What follows belongs to an exercise in optimizing a design on an open flow for small area and a short achievable clock period; a production flow would make more cautious choices.
Function was checked by simulation only, so behaviour that the tests miss may differ from the original.
Power figures rest on the tool's default switching activity, not on a simulated workload.

## sb_top
module sb_top (
    input  logic             clk,
    input  logic             rst,
    input  sb_pkg::inst_t    inst,
    input  logic             inst_valid,
    input  sb_pkg::fu_vec_t  fu_done,
    output logic             issue_ready,
    output sb_pkg::fu_vec_t  fu_en,
    output sb_pkg::fu_op_t   op_ctrl,
    output sb_pkg::reg_idx_t rs1_ctrl,
    output sb_pkg::reg_idx_t rs2_ctrl,
    output sb_pkg::fu_id_t   write_sel,
    output logic             reg_write,
    output sb_pkg::reg_idx_t rd_ctrl
);
    localparam int N = sb_pkg::NUM_FU;
    logic [6:0] opc;
    logic [2:0] f3;
    logic [6:0] f7;
    logic [4:0] rd, rs1, rs2;
    logic       is_op, is_imm, is_ld, is_st;
    logic       f7_base, f7_alt, f7_md, alt_en;
    logic [3:0] alu_lo;
    logic [N-1:0] sel;
    logic       has_rd, use_rs2;
    logic       rd_nz, rs1_nz, rs2_nz;
    assign opc = inst[6:0];
    assign f3  = inst[14:12];
    assign f7  = inst[31:25];
    assign rd  = inst[11:7];
    assign rs1 = inst[19:15];
    assign rs2 = inst[24:20];
    assign is_op   = opc == sb_pkg::OPC_OP;
    assign is_imm  = opc == sb_pkg::OPC_OP_IMM;
    assign is_ld   = opc == sb_pkg::OPC_LOAD;
    assign is_st   = opc == sb_pkg::OPC_STORE;
    assign f7_base = f7 == sb_pkg::F7_BASE;
    assign f7_alt  = f7 == sb_pkg::F7_ALT;
    assign f7_md   = f7 == sb_pkg::F7_MULDIV;
    assign alt_en  = f7_alt & (is_op | f3 == 3'd5);
    always_comb begin
        case (f3)
            3'd0:    alu_lo = alt_en ? 4'd1 : 4'd0;
            3'd1:    alu_lo = 4'd2;
            3'd2:    alu_lo = 4'd3;
            3'd3:    alu_lo = 4'd4;
            3'd4:    alu_lo = 4'd5;
            3'd5:    alu_lo = alt_en ? 4'd7 : 4'd6;
            3'd6:    alu_lo = 4'd8;
            default: alu_lo = 4'd9;
        endcase
    end
    assign sel[0] = (is_op & (f7_base | (f7_alt & (f3 == 3'd0 | f3 == 3'd5)))) |
  ...
For scale: ~600 cells after synthesis, about 100 flip-flops, ~68 I/O pins, ~6100 um2 of cells after synthesis.
Settings: LEC_CHECK=0, CAP_MARGIN=20, CORE_MARGIN=2, CORE_UTILIZATION=60, CTS_BUF_LIST=sky130_fd_sc_hd__clkbuf_8, CTS_CLUSTER_SIZE=30, SETUP_SLACK_MARGIN=2.5, SLEW_MARGIN=20, SYNTH_HIERARCHICAL=1, SYNTH_MINIMUM_KEEP_SIZE=0; clock period 6.0 ns.
standard.sh (not shown) runs the stock make flow with config.mk's settings and CLKGATE_MAP_FILE= SYNTH_SCRIPT=/design/flow/synth_recipe.tcl, a recipe that flattens the netlist after the stock synthesis.
==> flow/flow/run.sh <==
#!/bin/bash
# Standard layout, with plain buffers (not delay cells) on the ports.
set -euo pipefail
bash standard.sh BUFFER_PORTS_ARGS="-buffer_cell sky130_fd_sc_hd__buf_2" > standard.log 2>&1
Rerun with:
CORE_UTILIZATION = 75   (was 60)
The changed run produced a clean layout.
Core utilization rises by 18 points.
Worst setup slack got worse by 290 ps.
Cell count falls by 4.3%.
Design area barely changes.
Non-clock buffer count falls by 4.
Via count rises by 10%.
Clock power falls by about 4%.
Sequential cell count does not change.
Routed wire length rises by 13%.
Global-route usage rises by 11 points.
Rerun with:
CORE_UTILIZATION = 40   (was 75)
CTS_BUF_LIST = unset   (was sky130_fd_sc_hd__clkbuf_8)
CTS_CLUSTER_SIZE = unset   (was 30)
SETUP_SLACK_MARGIN = 2.0   (was 2.5)
Outcome: Design area is lower by about 2.4%. Sequential power is about the same. Total power is higher by 8.2%. Wire length is lower by about 9%. Via count is lower by 13%. Worst hold slack barely changes. Worst setup slack gets better by 51 ps. Core utilization is lower by 44 points.
Rerun with:
CORE_UTILIZATION = 60   (was 40)
CTS_BUF_LIST = sky130_fd_sc_hd__clkbuf_8   (was unset)
CTS_CLUSTER_SIZE = 30   (was unset)
SETUP_SLACK_MARGIN = 2.8   (was 2.0)
Outcome:
- via count climbs by 5.5%
- cell count drops by 3.3%
- routed wire length climbs by 0.57%
- count of clock-buffer cells in the layout drops by 4
- power drops by about 4%
- utilization climbs by 29 points
- die area drops by 32%
- setup slack improved by 250 ps
Rerun with:
CORE_UTILIZATION = 40   (was 60)
CTS_BUF_LIST = unset   (was sky130_fd_sc_hd__clkbuf_8)
CTS_CLUSTER_SIZE = unset   (was 30)
SETUP_SLACK_MARGIN = 2.5   (was 2.8)
After rerunning: Power grows by 6.2%. Setup slack improves by 13 ps. Clock power goes up by 22%.

-- static timing again, ports no longer ideal --
The flow's constraints put no driver on any port. The routed layouts listed below were extracted and timed again, unchanged, in two steps. Step 1, drivers: a clkbuf_16 drives clk and a buf_2 each remaining input, both assumed. Step 2 also shifts input and output timing later by t, the mid clock arrival at the registers, as if the neighbouring blocks saw the same clock. a / b / c = ideal / step 1 / step 2; a / b = the first two.
run | shift t [ns] | setup WS [ns] | hold slack, ns | worst slew at a driven data input, ns
the first run | 0.434 | 2.395 / 2.301 / 2.301 | 0.443 / 0.443 / 0.443 | 0.14
the second run | 0.411 | 2.106 / 2.014 / 2.014 | 0.449 / 0.449 / 0.449 | 0.14
the third run | 0.394 | 2.157 / 2.116 / 2.143 | 0.449 / 0.449 / 0.449 | 0.03
the fourth run | 0.409 | 2.405 / 2.315 / 2.315 | 0.447 / 0.447 / 0.447 | 0.14
the fifth run | 0.394 | 2.418 / 2.339 / 2.339 | 0.445 / 0.445 / 0.445 | 0.13
After both steps every run listed still meets setup and hold. The setup slack of the first run, which loses most, moves by -0.094 ns with the drivers and by -0.094 ns with both steps.
